This is an optimization exercise on Yosys and OpenROAD, whose aim is small area, a short achievable clock period and few clock cycles per item, not a production implementation.
In this exercise RTL edits were held to simulation tests only and were not proved equivalent to the original.

==> flow/design.v (excerpt) <==
module vedic_mult_pipe #(
    parameter int WIDTH = 32
) (
    input  logic              clk,
    input  logic              rst_n,
    input  logic              in_valid,
    output logic              in_ready,
    input  logic [WIDTH-1:0]  in_a,
    input  logic [WIDTH-1:0]  in_b,
    input  logic              in_signed,
    output logic              out_valid,
    input  logic              out_ready,
    output logic [2*WIDTH-1:0] out_p,
    output logic              busy
);
    logic sgn;
    assign sgn = in_signed;
    logic v0, v1, vo, vk, rdy, busy_q;
    logic v0_d, v1_d, vo_d, vk_d;
    logic adv, ofree, take;
    logic [31:0] a0n;
    logic        xa0n;
    logic [16:0] bonen0;
    logic [15:0] btwon0, bneg0;
    logic [16:0] bone_d, btwo_d, bneg_d;
    logic [34:0] yb;       
    logic [167:0] cs1, cs_d;
    logic [63:0] po, pk, po_d;
    logic m1;
    logic pp2;
    logic m3;
    logic pp4;
    logic m5;
    logic pp6;
    logic m7;
    logic pp8;
    logic m9;
    logic pp10;
    logic m11;
    logic pp12;
    logic m13;
    logic pp14;
    logic m15;
    logic pp16;
    logic m17;
    logic pp18;
    logic m19;
    logic pp20;
    logic m21;
    logic pp22;
    logic m23;
  ...
Size in the first run: ~2,900 cells after synthesis, about 380 flip-flops, roughly 140 I/O pins, roughly 34,000 um2 of cells after synthesis.
export LEC_CHECK = 0
export CAP_MARGIN = 20
export CORE_MARGIN = 2
export CORE_UTILIZATION = 60
export CTS_BUF_LIST = sky130_fd_sc_hd__clkbuf_8
export PLACE_DENSITY = 0.75
export SLEW_MARGIN = 20
export SYNTH_HIERARCHICAL = 1
export TNS_END_PERCENT = 0
create_clock -name core_clock -period 11.0 [get_ports {clk}]
standard.sh (not shown) runs the stock make flow with config.mk's settings and CLKGATE_MAP_FILE= SYNTH_SCRIPT=/design/flow/synth_recipe.tcl, a recipe that flattens the netlist after the stock synthesis.
==> flow/flow/run.sh <==
#!/bin/bash
# The standard layout (standard.sh), with three changes to how it is made:
# ports are buffered with buf_1, ORFS's repair_timing aims for setup slack
# above zero (it repairs against the 11 ns clock the SDC gives), and its
# resizing may change a cell's footprint (the platform default restricts it).
export BUFFER_PORTS_ARGS="-buffer_cell sky130_fd_sc_hd__buf_1"
export SETUP_SLACK_MARGIN=7.5
bash standard.sh MATCH_CELL_FOOTPRINT=0 finish > standard.log 2>&1
Testbench counts at the start, summed over its fixed seeds: cycles 16,024, items 16,000.
Change:
==> flow/flow/run.sh (replaced) <==
#!/bin/bash
# The standard layout (standard.sh), with two changes to how it is made:
# ports are buffered with buf_1, and ORFS's repair_timing aims for setup slack
# above zero (it repairs against the 11 ns clock the SDC gives).
export BUFFER_PORTS_ARGS="-buffer_cell sky130_fd_sc_hd__buf_1"
export SETUP_SLACK_MARGIN=7.5
bash standard.sh > standard.log 2>&1
After rerunning: Design area stays the same. Non-clock buffer count does not change. Sequential share of layout area does not change. Via count does not change. First-iteration DRC count stays the same. Maximum frequency stays the same. Die area does not change.
Change:
--- a/flow/config.mk
+++ b/flow/config.mk
@@ -10 +10 @@
-export CORE_UTILIZATION = 60
+export CORE_UTILIZATION = 65
@@ -12 +12 @@
-export PLACE_DENSITY = 0.75
+export PLACE_DENSITY = 0.85
Via count rose by 0.91%; fmax decreases by 2.8%; final area shrinks by about 1.5%; critical path depth drops by 1; global-route usage increases by 2.8 points; utilization climbs by 4.2 points.
Change:
--- a/flow/config.mk
+++ b/flow/config.mk
@@ -10 +10 @@
-export CORE_UTILIZATION = 65
+export CORE_UTILIZATION = 60
@@ -12 +12 @@
-export PLACE_DENSITY = 0.85
+export PLACE_DENSITY = 0.75
@@ -15 +15 @@
-export TNS_END_PERCENT = 0
+export TNS_END_PERCENT = 10
Effect: The changed run went through all stages and came out clean. Maximum frequency goes up by a few percent. Final area rose by a few percent. Critical path depth came out higher by 1. Synthesized area stays the same. Final cell count rises by a few percent. Wire length rose by a few percent. Global-route usage shrinks by 2.3 points.
Change:
--- a/flow/flow/run.sh
+++ b/flow/flow/run.sh
@@ -6 +6 @@
-export SETUP_SLACK_MARGIN=7.5
+export SETUP_SLACK_MARGIN=7.42
--- a/flow/config.mk
+++ b/flow/config.mk
@@ -15 +15 @@
-export TNS_END_PERCENT = 10
+export TNS_END_PERCENT = 0
Outcome:
- The changed run finished with timing, DRC and antenna clean
- final area shrinks by 1.2%
- first-iteration DRC count falls by 1.4%
- setup slack gets worse by 0.034 ns
- worst hold slack hardly moves
- die area stays the same
- wire length went down by 1.3%
- non-clock buffer count fell by 13
- global-route usage goes down by 0.43 points
- synthesized area is unchanged

* * *

== job 3588 ==
Another version of the RTL of vedic_mult_pipe (not shown whole).
Size: roughly 360 flip-flops, roughly 140 I/O pins.
==> flow/config.mk <==
export PLATFORM = sky130hd
export DESIGN_NAME = vedic_mult_pipe
export DESIGN_NICKNAME = vedic_mult_pipe
export VERILOG_FILES = /design/flow/design.v
export SDC_FILE = /design/flow/constraint.sdc
export NUM_CORES = 4
export LEC_CHECK = 0
export CAP_MARGIN = 20
export CORE_MARGIN = 2
export CORE_UTILIZATION = 45
export PLACE_DENSITY = 0.6
export SLEW_MARGIN = 20
export SYNTH_HIERARCHICAL = 1
==> flow/constraint.sdc <==
create_clock -name core_clock -period 11.0 [get_ports {clk}]
set_input_delay 2.2000 -clock core_clock [delete_from_list [all_inputs] [get_ports {clk}]]
set_output_delay 2.2000 -clock core_clock [all_outputs]
set_load 0.01 [all_outputs]
run.sh (not shown) runs the stock make flow with config.mk's settings and CLKGATE_MAP_FILE= SYNTH_SCRIPT=/design/flow/synth_recipe.tcl, a recipe that flattens the netlist after the stock synthesis.
Stock flow here: none of the scripts above is used.
Job 3588 | stages: all done | timing, DRC, antenna: all pass
Testbench counts of job 3588, summed over its fixed seeds: cycles 16,024, items 16,000.
> inputs changed (job 3588 -> job 6304)
==> flow/flow/run.sh (new file) <==
#!/bin/bash
export BUFFER_PORTS_ARGS="-buffer_cell sky130_fd_sc_hd__buf_2"
bash standard.sh > standard.log 2>&1
==> flow/standard.sh (new file) <==
#!/bin/bash
# synth_recipe.tcl (not shown) runs the flow's synth.tcl, then flattens the netlist and writes it again
# the make line also repeats each setting of config.mk as NAME=value (left out here)
make -C /OpenROAD-flow-scripts/flow DESIGN_CONFIG=/design/flow/config.mk WORK_HOME=/design/flow/orfs CLKGATE_MAP_FILE= SYNTH_SCRIPT=/design/flow/synth_recipe.tcl "${@:-finish}"
removed: flow/run.sh
### Flow results
- Job 6304 packs its core more loosely than job 3588.
- Higher routed length on met1 was reported by job 6304, not job 3588.
- Routed wire in job 6304 totals less than in job 3588.
- Side by side, routability congestion estimate from global placement turned out higher in job 6304 than in job 3588.
- Summary — relative area change from synthesis to final layout, job 6304 relative to job 3588: lower, by 1.8 points.
- Per the comparison of job 6304 with job 3588, design area now smaller.
Relative to job 6304, the following input files were edited for job 7812:
-- flow/flow/run.sh --
<<< job 6304, line 2
>>> job 7812, line 2
# The standard layout (standard.sh), with two changes to how it is made:
# ports are buffered with buf_2, and ORFS's repair_timing aims for setup slack
# well above zero (it repairs against the 11 ns clock the SDC gives).
<<< job 6304, line 3
>>> job 7812, line 6
export SETUP_SLACK_MARGIN=7.4
==> comparison <==
For the arrival time reported for the critical path endpoint, job 7812 came in 0.32 ns lower than job 6304 did. Job 7812 ended with less fraction of the cycle the final worst path needs than job 6304. As of job 7812, starting DRC count in detailed routing had fallen by a few percent compared to job 6304. Job 7812 vs job 6304: total clock buffers created by CTS up in job 7812. Job 7812 vs job 6304, detailed-route wire length went up by about 6%. The HPWL after detailed placement number comes out higher for job 7812 vs job 6304. As far as count of hold buffers inserted by post-cts repair goes, job 7812 and job 6304 are indistinguishable; the numbers are identical. Timing, DRC, antenna: 0 failures across job 7812 and job 6304. Relative to job 6304, the wire length on met1 measured on job 7812 has increased by a few percent.

* * *

Setup of run A:
RTL: one of the versions met above, not the one the previous note started from.
Size in the first run: ~2900 cells after synthesis, about 140 I/O pins, roughly 34000 sq um of cells after synthesis.
==> flow/config.mk <==
export PLATFORM = sky130hd
export DESIGN_NAME = vedic_mult_pipe
export DESIGN_NICKNAME = vedic_mult_pipe
export VERILOG_FILES = /design/flow/design.v
export SDC_FILE = /design/flow/constraint.sdc
export NUM_CORES = 4
export LEC_CHECK = 0
export CAP_MARGIN = 20
export CORE_MARGIN = 2
export CORE_UTILIZATION = 60
export CTS_BUF_LIST = sky130_fd_sc_hd__clkbuf_8
export PLACE_DENSITY = 0.75
export SLEW_MARGIN = 20
export SYNTH_HIERARCHICAL = 1
export TNS_END_PERCENT = 0
==> flow/constraint.sdc <==
create_clock -name core_clock -period 11.0 [get_ports {clk}]
set_input_delay 2.2000 -clock core_clock [delete_from_list [all_inputs] [get_ports {clk}]]
set_output_delay 2.2000 -clock core_clock [all_outputs]
set_load 0.01 [all_outputs]
standard.sh (not shown) runs the stock make flow with config.mk's settings and CLKGATE_MAP_FILE= SYNTH_SCRIPT=/design/flow/synth_recipe.tcl, a recipe that flattens the netlist after the stock synthesis.
==> flow/flow/run.sh <==
#!/bin/bash
# The standard layout (standard.sh), with three changes to how it is made:
# ports are buffered with buf_1, ORFS's repair_timing aims for setup slack
# above zero (it repairs against the 11 ns clock the SDC gives), and its
# resizing may change a cell's footprint (the platform default restricts it).
export BUFFER_PORTS_ARGS="-buffer_cell sky130_fd_sc_hd__buf_1"
export SETUP_SLACK_MARGIN=7.7
bash standard.sh MATCH_CELL_FOOTPRINT=0 finish > standard.log 2>&1
Run A finished every step from synthesis to the final layout, and the layout passed the timing, design-rule and antenna checks.
Testbench counts of run A, summed over its fixed seeds: cycles 16,024, items 16,000.
> inputs changed (run A -> run B)
Settings: CTS_BUF_LIST: sky130_fd_sc_hd__clkbuf_8 -> sky130_fd_sc_hd__clkbuf_4 sky130_fd_sc_hd__clkbuf_8.
==> flow/flow/run.sh <==
#!/bin/bash
# The standard layout (standard.sh), with two changes to how it is made:
# ports are buffered with buf_1, and ORFS's repair_timing aims for setup slack
# above zero (it repairs against the 11 ns clock the SDC gives).
export BUFFER_PORTS_ARGS="-buffer_cell sky130_fd_sc_hd__buf_1"
export SETUP_SLACK_MARGIN=7.5
bash standard.sh > standard.log 2>&1
### Flow results
- Of run A and run B, run A shows the higher register-to-register slack, with run B below it.
- In terms of cell count after synthesis, run A and run B differ only marginally.
- Run A reports its critical path capture point as cs1[141] while run B reports cs1[110].
- Run B closes out successfully: all stages finished, all timing, DRC and antenna checks passed.
- Run B against run A: worst setup slack after layout has decreased, fraction of standard cell area in multi-input logic has increased.
Inputs modified between run B and run C:
Settings: CTS_BUF_LIST: sky130_fd_sc_hd__clkbuf_4 sky130_fd_sc_hd__clkbuf_8 -> sky130_fd_sc_hd__clkbuf_4.
Results
Between run C and run B, the difference in global-route usage is negligible. Total iterations of the first detailed-routing run in run C is 2 below run B. Run C ended up with buf_4 as its library cell contributing the largest single delay on the critical path; run B ended up with fa_1. Diff run B -> run C: sum of met2 wire segment lengths after detailed routing increased 600 um; final cell count increased 49; inverter count essentially unchanged; total wire length essentially unchanged. Routed length on met3 shrinks by a few percent when moving from run B to run C. Run B leaves more setup margin than run C.

## separate check: timing with driven ports
The flow's constraints put no driver on any port. The routed layouts listed below were extracted and timed again, unchanged, in two steps.
Step 1 assumes that a clkbuf_16 drives the clock port and a buf_2 every other input.
Step 2 times the ports against the registers' clock, not the clock port: input delays grow and output delays shrink by t, the midpoint of the rising clock arrivals with the driver on.
Slacks: ideal / step 1 / step 2; pairs: ideal / step 1.
| run | t (ns) | slack for setup (ns) | hold slack, ns |
|---|---|---|---|
| the first run of note 1 | 0.726 | 7.370 / 7.370 / 7.370 | 0.450 / 0.450 / 0.450 |
| the second run of note 1 | 0.726 | 7.370 / 7.370 / 7.370 | 0.450 / 0.450 / 0.450 |
| the third run of note 1 | 0.714 | 7.266 / 7.266 / 7.266 | 0.447 / 0.447 / 0.447 |
| the fourth run of note 1 | 0.715 | 7.403 / 7.403 / 7.403 | 0.449 / 0.449 / 0.449 |
| the fifth run of note 1 | 0.726 | 7.370 / 7.370 / 7.370 | 0.450 / 0.450 / 0.450 |
| job 3588 | 0.657 | 6.802 / 6.802 / 6.802 | 0.499 / 0.499 / 0.499 |
| job 6304 | 0.649 | 6.816 / 6.816 / 6.816 | 0.511 / 0.511 / 0.511 |
| job 7812 | 0.655 | 7.198 / 7.198 / 7.198 | 0.504 / 0.504 / 0.504 |
| run A | 0.724 | 7.405 / 7.405 / 7.405 | 0.447 / 0.447 / 0.447 |
| run B | 0.712 | 7.371 / 7.371 / 7.371 | 0.451 / 0.451 / 0.451 |
| run C | 0.916 | 7.231 / 7.231 / 7.231 | 0.452 / 0.452 / 0.452 |
After both steps every run listed still meets setup and hold.
